What follows belongs to an exercise in optimizing a design on an open flow for small area, a short achievable clock period and few clock cycles per item; a production flow would make more cautious choices. Function was checked by simulation only, so behaviour that the tests miss may differ from the original. Power and IR drop assume default switching activity.

==> run a: inputs <==
## ex_stage
module ex_stage (
    input  logic        clk,
    input  logic        rst,
    input  logic        id_ex_valid,
    input  logic [31:0] id_ex_pc,
    input  logic [31:0] id_ex_rs1_data,
    input  logic [31:0] id_ex_rs2_data,
    input  logic [31:0] id_ex_imm,
    input  logic        id_ex_alu_src,
    input  logic [3:0]  id_ex_alu_op,
    input  logic        id_ex_branch,
    input  logic [2:0]  id_ex_funct3,
    input  logic [4:0]  id_ex_rd,
    input  logic        id_ex_reg_write,
    input  logic        id_ex_mem_read,
    input  logic        id_ex_mem_write,
    input  logic        id_ex_mem_to_reg,
    input  logic [1:0]  forwardA,
    input  logic [1:0]  forwardB,
    input  logic [31:0] mem_wb_fwd_data,
    input  logic        mem_stall,
    input  logic        flush,
    output logic        ex_busy,
    output logic        ex_mem_valid,
    output logic        ex_mem_reg_write,
    output logic        ex_mem_mem_read,
    output logic        ex_mem_mem_write,
    output logic        ex_mem_mem_to_reg,
    output logic [31:0] ex_mem_alu_result,
    output logic [31:0] ex_mem_store_data,
    output logic [4:0]  ex_mem_rd,
    output logic        ex_mem_branch_taken,
    output logic [31:0] ex_mem_branch_target
);
==> flow/config.mk <==
export PLATFORM = sky130hd
export DESIGN_NAME = ex_stage
export DESIGN_NICKNAME = ex_stage
export VERILOG_FILES = /design/flow/design.v
export SDC_FILE = /design/flow/constraint.sdc
export NUM_CORES = 4
export LEC_CHECK = 0
export ABC_AREA = 1
export CAP_MARGIN = 20
export CORE_MARGIN = 2
export CORE_UTILIZATION = 35
export SLEW_MARGIN = 30
==> flow/constraint.sdc <==
create_clock -name core_clock -period 18.0 [get_ports {clk}]
set_input_delay 3.6000 -clock core_clock [delete_from_list [all_inputs] [get_ports {clk}]]
set_output_delay 3.6000 -clock core_clock [all_outputs]
set_load 0.01 [all_outputs]
standard.sh (not shown) runs the stock make flow with config.mk's settings and CLKGATE_MAP_FILE= SYNTH_SCRIPT=/design/flow/synth_recipe.tcl, a recipe that flattens the netlist after the stock synthesis.
==> flow/flow/run.sh <==
#!/bin/bash
# Standard synthesis, then the standard layout with timing repair aimed
# below the clock period (setup margin in flow/margin.txt), so the achieved
# period shrinks. Ports are buffered with buf_1 rather than the delay cell
# buffer_ports picks by default.
set -euo pipefail
MARGIN=$(cat flow/margin.txt)
bash standard.sh synth > synth.log 2>&1
bash standard.sh SETUP_SLACK_MARGIN=$MARGIN "BUFFER_PORTS_ARGS=-buffer_cell sky130_fd_sc_hd__buf_1" finish > layout.log 2>&1
==> flow/flow/margin.txt <==
10.2
==> inputs of run b, as changes to run a <==
--- a/flow/design.v
+++ b/flow/design.v
@@ -44,50 +44,51 @@
             2'b10:   fwdb = mem_wb_fwd_data;
             default: fwdb = id_ex_rs2_data;
         endcase
         opb = id_ex_alu_src ? id_ex_imm : fwdb;
     end
     logic        is_sub;
     logic [32:0] sum;
     logic        ltu, lts;
-    logic        is_shift, sh_right;
-    logic [31:0] opa_rev, ain;
-    logic [7:0]  shdec;
+    logic [31:0] sh_in, sh_out, sh_rev;
+    logic        sh_left, sh_fill;
     logic [31:0] alu_res;
     assign is_sub = (id_ex_alu_op != 4'd0);
     assign sum    = {1'b0, opa} + {1'b0, is_sub ? ~opb : opb} + {32'd0, is_sub};
     assign ltu    = ~sum[32];
     assign lts    = (opa[31] ^ opb[31]) ? opa[31] : sum[31];
-    assign is_shift = ~id_ex_alu_op[3] & id_ex_alu_op[2] & (id_ex_alu_op[1] | id_ex_alu_op[0]);
-    assign sh_right = is_shift & id_ex_alu_op[1];
+    assign sh_left = (id_ex_alu_op == 4'd5);
+    assign sh_fill = (id_ex_alu_op == 4'd7) & opa[31];
     always_comb begin
-        for (int i = 0; i < 32; i++) opa_rev[i] = opa[31-i];
-        for (int i = 0; i < 8; i++) shdec[i] = (opb[2:0] == 3'(i));
+        for (int i = 0; i < 32; i++) sh_rev[i] = opa[31-i];
     end
-    assign ain = (~id_ex_alu_op[3] & id_ex_alu_op[1]) ? opa_rev : opa;
+    assign sh_in  = sh_left ? sh_rev : opa;
+    assign sh_out = $unsigned({{32{sh_fill}}, sh_in} >> opb[4:0]);
     always_comb begin
         case (id_ex_alu_op)
             4'd0, 4'd1: alu_res = sum[31:0];
             4'd2:       alu_res = opa & opb;
             4'd3:       alu_res = opa | opb;
             4'd4:       alu_res = opa ^ opb;
+            4'd5:       for (int i = 0; i < 32; i++) alu_res[i] = sh_out[31-i];
+            4'd6, 4'd7: alu_res = sh_out;
             4'd8:       alu_res = {31'd0, lts};
             4'd9:       alu_res = {31'd0, ltu};
             default:    alu_res = opb;    
         endcase
     end
     logic [3:0]  sel_q;           
     logic         cl_q;            
     logic [31:0]  hh;              
     logic [7:0]  bsl;
     logic [39:0] xs, xc;          
     logic [8:0]  lowsum;
     logic         is_mul;
-    logic [31:0]  mq_q;
+    logic [23:0] lo_q;
     logic [31:0] pp0;
     logic [31:0] pp1;
     logic [31:0] pp2;
     logic [31:0] pp3;
     logic [31:0] pp4;
     logic [31:0] pp5;
     logic [31:0] pp6;
     logic [31:0] pp7;
@@ -304,26 +305,54 @@
     logic hs0, hc0;
     logic hs1, hc1;
     logic hs2, hc2;
     logic hs3, hc3;
     logic hs4, hc4;
     logic hs5, hc5;
     logic hs6, hc6;
     assign is_mul = id_ex_alu_op[3] & id_ex_alu_op[1];    
-    assign bsl    = ~id_ex_alu_op[3] ? shdec : (sel_q[0] ? opb[7:0] : mq_q[7:0]);
+    logic [31:0] b_rs2, b_mwb, b_exm, b_imm;
+    logic [3:0]  g_rs2, g_mwb, g_exm, g_imm;
+    logic         fb_exm, fb_mwb;
+    assign fb_exm = (forwardB == 2'b01);
+    assign fb_mwb = (forwardB == 2'b10);
+    assign g_rs2  = sel_q & {4{~id_ex_alu_src & ~fb_exm & ~fb_mwb}};
+    assign g_mwb  = sel_q & {4{~id_ex_alu_src & fb_mwb}};
+    assign g_exm  = sel_q & {4{~id_ex_alu_src & fb_exm}};
+    assign g_imm  = sel_q & {4{id_ex_alu_src}};
+    assign b_rs2  = 32'(id_ex_rs2_data);
+    assign b_mwb  = 32'(mem_wb_fwd_data);
+    assign b_exm  = 32'(ex_mem_alu_result);
+    assign b_imm  = 32'(id_ex_imm);
+    assign bsl    = (b_rs2[0 +: 8] & {8{g_rs2[0]}}) |
+                   (b_mwb[0 +: 8] & {8{g_mwb[0]}}) |
+                   (b_exm[0 +: 8] & {8{g_exm[0]}}) |
+                   (b_imm[0 +: 8] & {8{g_imm[0]}}) |
+                   (b_rs2[8 +: 8] & {8{g_rs2[1]}}) |
+                   (b_mwb[8 +: 8] & {8{g_mwb[1]}}) |
+                   (b_exm[8 +: 8] & {8{g_exm[1]}}) |
+                   (b_imm[8 +: 8] & {8{g_imm[1]}}) |
+                   (b_rs2[16 +: 8] & {8{g_rs2[2]}}) |
+                   (b_mwb[16 +: 8] & {8{g_mwb[2]}}) |
+                   (b_exm[16 +: 8] & {8{g_exm[2]}}) |
+                   (b_imm[16 +: 8] & {8{g_imm[2]}}) |
+                   (b_rs2[24 +: 8] & {8{g_rs2[3]}}) |
+                   (b_mwb[24 +: 8] & {8{g_mwb[3]}}) |
+                   (b_exm[24 +: 8] & {8{g_exm[3]}}) |
+                   (b_imm[24 +: 8] & {8{g_imm[3]}});
     assign hh     = {32{~sel_q[0]}} & (target_q + store_q + {31'd0, cl_q});
-    assign pp0 = ain & {32{bsl[0]}};
-    assign pp1 = ain & {32{bsl[1]}};
-    assign pp2 = ain & {32{bsl[2]}};
-    assign pp3 = ain & {32{bsl[3]}};
-    assign pp4 = ain & {32{bsl[4]}};
-    assign pp5 = ain & {32{bsl[5]}};
-    assign pp6 = ain & {32{bsl[6]}};
-    assign pp7 = ain & {32{bsl[7]}};
+    assign pp0 = opa & {32{bsl[0]}};
+    assign pp1 = opa & {32{bsl[1]}};
+    assign pp2 = opa & {32{bsl[2]}};
+    assign pp3 = opa & {32{bsl[3]}};
+    assign pp4 = opa & {32{bsl[4]}};
+    assign pp5 = opa & {32{bsl[5]}};
+    assign pp6 = opa & {32{bsl[6]}};
+    assign pp7 = opa & {32{bsl[7]}};
     assign hs0  = hh[5] ^ pp0[5];
     assign hc0 = hh[5] & pp0[5];
     assign fs0  = hh[6] ^ pp0[6] ^ pp1[5];
     assign fc0 = (hh[6] & pp0[6]) | (hh[6] & pp1[5]) | (pp0[6] & pp1[5]);
     assign hs1  = pp2[4] ^ pp3[3];
     assign hc1 = pp2[4] & pp3[3];
     assign fs1  = hh[7] ^ pp0[7] ^ pp1[6];
     assign fc1 = (hh[7] & pp0[7]) | (hh[7] & pp1[6]) | (pp0[7] & pp1[6]);
@@ -855,37 +884,32 @@
         if (rst || flush || !id_ex_valid || accept) begin
             sel_q <= 4'(1);
         end else if (mul_step) begin
             sel_q <= sel_q << 1;
         end
     end
     always_ff @(posedge clk) begin
         if (mul_step) begin
-            mq_q <= {lowsum[7:0], (sel_q[0] ? opb[31:8] : mq_q[31:8])};
+            lo_q <= {lowsum[7:0], lo_q[23:8]};
             cl_q <= lowsum[8];
         end
     end
     logic        valid_q, rw_q, mr_q, mw_q, m2r_q, taken_q;
     logic [31:0] res_s_q, res_c_q, store_q, target_q;
     logic        res_ci_q;
     logic [4:0]  rd_q;
-    logic [4:0]  sh_amt_q;            
-    logic        sh_rev_q, sh_fill_q;
-    logic [31:0] res_sum, res_shl, res_fill, res_out;
     logic [31:0] res_s_d, res_c_d;
     logic        res_ci_d;
     logic m_lo, m_hi;
     assign m_lo = is_mul & ~id_ex_alu_op[0];
     assign m_hi = is_mul & id_ex_alu_op[0];
-    assign res_s_d  = ({32{m_lo}} & {xs[7:0], mq_q[31:8]}) | ({32{m_hi}} & xs[39:8]) |
-                      ({32{is_shift}} & xs[31:0]) |
-                      ({32{~is_mul & ~is_shift}} & alu_res);
-    assign res_c_d  = ({32{m_lo}} & {xc[7:0], 24'd0}) | ({32{m_hi}} & xc[39:8]) |
-                      ({32{is_shift}} & xc[31:0]);
+    assign res_s_d  = ({32{m_lo}} & {xs[7:0], lo_q}) | ({32{m_hi}} & xs[39:8]) |
+                      ({32{~is_mul}} & alu_res);
+    assign res_c_d  = ({32{m_lo}} & {xc[7:0], 24'd0}) | ({32{m_hi}} & xc[39:8]);
     assign res_ci_d = m_hi & lowsum[8];
     always_ff @(posedge clk) begin
         if (rst || flush) begin
             valid_q <= 1'b0;
             rw_q    <= 1'b0;
             mr_q    <= 1'b0;
             mw_q    <= 1'b0;
             m2r_q   <= 1'b0;
@@ -900,38 +924,26 @@
         end
     end
     always_ff @(posedge clk) begin
         if (accept) begin
             res_s_q   <= res_s_d;
             res_c_q   <= res_c_d;
             res_ci_q  <= res_ci_d;
             store_q   <= fwdb;
-            sh_amt_q  <= {5{is_shift}} & opb[4:0];
-            sh_rev_q  <= sh_right;
-            sh_fill_q <= sh_right & id_ex_alu_op[0] & opa[31];
             rd_q      <= id_ex_rd;
             target_q  <= id_ex_pc + id_ex_imm;
         end else if (mul_step) begin
             store_q   <= xc[39:8];
             target_q  <= xs[39:8];
         end
     end
     assign ex_mem_valid         = valid_q;
     assign ex_mem_reg_write     = rw_q;
     assign ex_mem_mem_read      = mr_q;
     assign ex_mem_mem_write     = mw_q;
     assign ex_mem_mem_to_reg    = m2r_q;
-    assign res_sum  = res_s_q + res_c_q + {31'd0, res_ci_q};
-    assign res_shl  = res_sum << {sh_amt_q[4:3], 3'd0};
-    always_comb begin
-        for (int i = 0; i < 32; i++) res_fill[i] = sh_fill_q & (5'(i) < sh_amt_q);
-    end
-    always_comb begin
-        for (int i = 0; i < 32; i++) res_out[i] = sh_rev_q ? (res_shl[31-i] | res_fill[31-i])
-                                                             : res_shl[i];
-    end
-    assign ex_mem_alu_result    = res_out;
+    assign ex_mem_alu_result    = res_s_q + res_c_q + {31'd0, res_ci_q};
     assign ex_mem_store_data    = store_q;
     assign ex_mem_rd            = rd_q;
     assign ex_mem_branch_taken  = taken_q;
     assign ex_mem_branch_target = target_q;
 endmodule
==> flow/flow/run.sh (replaced) <==
#!/bin/bash
# Standard synthesis, then the standard layout with timing repair aimed
# below the clock period (setup margin), so the achieved period shrinks.
set -euo pipefail
MARGIN=$(cat flow/margin.txt)
bash standard.sh synth > synth.log 2>&1
bash standard.sh SETUP_SLACK_MARGIN=$MARGIN finish > layout.log 2>&1
==> flow/flow/margin.txt (replaced) <==
9.5
ABC_AREA = default   (was 1)
CORE_UTILIZATION = 20   (was 35)
SLEW_MARGIN = 20   (was 30)
==> inputs of run c, as changes to run a <==
--- a/flow/design.v
+++ b/flow/design.v
@@ -77,17 +77,17 @@
     end
     logic [3:0]  sel_q;           
     logic         cl_q;            
     logic [31:0]  hh;              
     logic [7:0]  bsl;
     logic [39:0] xs, xc;          
     logic [8:0]  lowsum;
     logic         is_mul;
-    logic [31:0]  mq_q;
+    logic [23:0] lo_q;
     logic [31:0] pp0;
     logic [31:0] pp1;
     logic [31:0] pp2;
     logic [31:0] pp3;
     logic [31:0] pp4;
     logic [31:0] pp5;
     logic [31:0] pp6;
     logic [31:0] pp7;
@@ -304,17 +304,46 @@
     logic hs0, hc0;
     logic hs1, hc1;
     logic hs2, hc2;
     logic hs3, hc3;
     logic hs4, hc4;
     logic hs5, hc5;
     logic hs6, hc6;
     assign is_mul = id_ex_alu_op[3] & id_ex_alu_op[1];    
-    assign bsl    = ~id_ex_alu_op[3] ? shdec : (sel_q[0] ? opb[7:0] : mq_q[7:0]);
+    logic [31:0] b_rs2, b_mwb, b_exm, b_imm;
+    logic [3:0]  g_rs2, g_mwb, g_exm, g_imm;
+    logic         fb_exm, fb_mwb;
+    assign fb_exm = (forwardB == 2'b01);
+    assign fb_mwb = (forwardB == 2'b10);
+    assign g_rs2  = sel_q & {4{id_ex_alu_op[3] & ~id_ex_alu_src & ~fb_exm & ~fb_mwb}};
+    assign g_mwb  = sel_q & {4{id_ex_alu_op[3] & ~id_ex_alu_src & fb_mwb}};
+    assign g_exm  = sel_q & {4{id_ex_alu_op[3] & ~id_ex_alu_src & fb_exm}};
+    assign g_imm  = sel_q & {4{id_ex_alu_op[3] & id_ex_alu_src}};
+    assign b_rs2  = 32'(id_ex_rs2_data);
+    assign b_mwb  = 32'(mem_wb_fwd_data);
+    assign b_exm  = 32'(ex_mem_alu_result);
+    assign b_imm  = 32'(id_ex_imm);
+    assign bsl    = (b_rs2[0 +: 8] & {8{g_rs2[0]}}) |
+                   (b_mwb[0 +: 8] & {8{g_mwb[0]}}) |
+                   (b_exm[0 +: 8] & {8{g_exm[0]}}) |
+                   (b_imm[0 +: 8] & {8{g_imm[0]}}) |
+                   (b_rs2[8 +: 8] & {8{g_rs2[1]}}) |
+                   (b_mwb[8 +: 8] & {8{g_mwb[1]}}) |
+                   (b_exm[8 +: 8] & {8{g_exm[1]}}) |
+                   (b_imm[8 +: 8] & {8{g_imm[1]}}) |
+                   (b_rs2[16 +: 8] & {8{g_rs2[2]}}) |
+                   (b_mwb[16 +: 8] & {8{g_mwb[2]}}) |
+                   (b_exm[16 +: 8] & {8{g_exm[2]}}) |
+                   (b_imm[16 +: 8] & {8{g_imm[2]}}) |
+                   (b_rs2[24 +: 8] & {8{g_rs2[3]}}) |
+                   (b_mwb[24 +: 8] & {8{g_mwb[3]}}) |
+                   (b_exm[24 +: 8] & {8{g_exm[3]}}) |
+                   (b_imm[24 +: 8] & {8{g_imm[3]}}) |
+                   (shdec & {8{~id_ex_alu_op[3]}});
     assign hh     = {32{~sel_q[0]}} & (target_q + store_q + {31'd0, cl_q});
     assign pp0 = ain & {32{bsl[0]}};
     assign pp1 = ain & {32{bsl[1]}};
     assign pp2 = ain & {32{bsl[2]}};
     assign pp3 = ain & {32{bsl[3]}};
     assign pp4 = ain & {32{bsl[4]}};
     assign pp5 = ain & {32{bsl[5]}};
     assign pp6 = ain & {32{bsl[6]}};
@@ -855,33 +884,33 @@
         if (rst || flush || !id_ex_valid || accept) begin
             sel_q <= 4'(1);
         end else if (mul_step) begin
             sel_q <= sel_q << 1;
         end
     end
     always_ff @(posedge clk) begin
         if (mul_step) begin
-            mq_q <= {lowsum[7:0], (sel_q[0] ? opb[31:8] : mq_q[31:8])};
+            lo_q <= {lowsum[7:0], lo_q[23:8]};
             cl_q <= lowsum[8];
         end
     end
     logic        valid_q, rw_q, mr_q, mw_q, m2r_q, taken_q;
     logic [31:0] res_s_q, res_c_q, store_q, target_q;
     logic        res_ci_q;
     logic [4:0]  rd_q;
     logic [4:0]  sh_amt_q;            
     logic        sh_rev_q, sh_fill_q;
     logic [31:0] res_sum, res_shl, res_fill, res_out;
     logic [31:0] res_s_d, res_c_d;
     logic        res_ci_d;
     logic m_lo, m_hi;
     assign m_lo = is_mul & ~id_ex_alu_op[0];
     assign m_hi = is_mul & id_ex_alu_op[0];
-    assign res_s_d  = ({32{m_lo}} & {xs[7:0], mq_q[31:8]}) | ({32{m_hi}} & xs[39:8]) |
+    assign res_s_d  = ({32{m_lo}} & {xs[7:0], lo_q}) | ({32{m_hi}} & xs[39:8]) |
                       ({32{is_shift}} & xs[31:0]) |
                       ({32{~is_mul & ~is_shift}} & alu_res);
     assign res_c_d  = ({32{m_lo}} & {xc[7:0], 24'd0}) | ({32{m_hi}} & xc[39:8]) |
                       ({32{is_shift}} & xc[31:0]);
     assign res_ci_d = m_hi & lowsum[8];
     always_ff @(posedge clk) begin
         if (rst || flush) begin
             valid_q <= 1'b0;
==> flow/flow/run.sh (replaced) <==
#!/bin/bash
# Standard synthesis, then the standard layout with timing repair aimed
# below the clock period (setup margin in flow/margin.txt), so the achieved
# period shrinks. Ports are buffered with buf_2 rather than the delay cell
# buffer_ports picks by default.
set -euo pipefail
MARGIN=$(cat flow/margin.txt)
bash standard.sh synth > synth.log 2>&1
bash standard.sh SETUP_SLACK_MARGIN=$MARGIN "BUFFER_PORTS_ARGS=-buffer_cell sky130_fd_sc_hd__buf_2" finish > layout.log 2>&1
==> flow/flow/margin.txt (replaced) <==
10
ABC_AREA = default   (was 1)
CELL_PAD_IN_SITES_DETAIL_PLACEMENT = 1   (was default)
CORE_UTILIZATION = 30   (was 35)
==> notes <==
Run a went through all stages and came out clean. Run b finished clean. Run c produced a clean layout.
Design area, lowest first: run a, run c, run b.
Critical path depth: run c < run b < run a.
Flip-flop and latch count: run a > run c > run b.
Via count: run b > run c > run a.
Clock skew: run a is lower than run c (0.011 ns).
==> figures <==
|  | run a | run c | run b |
|---|---|---|---|
| Clock distribution area overhead in the final layout | 1.78% | 1.58% | 1.64% |
| Detail-routed net length per standard cell | 27.1 um | 34.8 um | 30.8 um |
| Detailed-placement wirelength estimate | 109 mm | 121 mm | 143 mm |
| Crit path required time | 18.23 ns | 18.24 ns | 18.27 ns |
| Total number of placement rows | 101 | 111 | 141 |
| Global-route wire length before repair | 190 mm | 227 mm | 246 mm |
| Power density over cell area | 103 nW/um^2 | 92.3 nW/um^2 | 87.5 nW/um^2 |
| Post-synthesis average cell area | 7.35 sq um | 8.40 sq um | 8.03 sq um |
| Switching pwr | 1790 uW | 1750 uW | 1700 uW |
| Util after Layout | 42.5% | 39.9% | 25.4% |
| Run status | complete, no violations | complete, no violations | complete, no violations |
Testbench counts of run a, summed over its fixed seeds: cycles 25,557, instructions 16,000.
Testbench counts of run b, summed over its fixed seeds: cycles 25,557, instructions 16,000.
Testbench counts of run c, summed over its fixed seeds: cycles 25,557, instructions 16,000.

==> static timing again, ports no longer ideal <==
Ports are ideal in the flow. The routed layouts listed here were re-timed in OpenROAD. Step 1, drivers: a clkbuf_16 drives clk and a buf_2 each remaining input, both assumed. Step 2 adds t to the input delays and takes it off the output delays; t is the mean of the earliest and latest rising clock arrival at the registers after step 1. Input paths then give back, and output paths get back, about the clock's delay inside the block. a / b / c = ideal / step 1 / step 2; a / b = the first two.
run | t (ns) | setup slack, ns | hold WS [ns]
run a | 0.560 | 10.153 / 10.194 / 9.634 | 0.466 / 0.466 / 0.466
run b | 0.571 | 9.379 / 9.427 / 8.856 | 0.451 / 0.451 / 0.451
run c | 0.545 | 9.181 / 9.197 / 8.652 | 0.465 / 0.465 / 0.465
After both steps every run listed still meets setup and hold. For run c, which loses most, drivers alone change the setup slack by +0.016 ns; drivers and shift together by -0.529 ns.
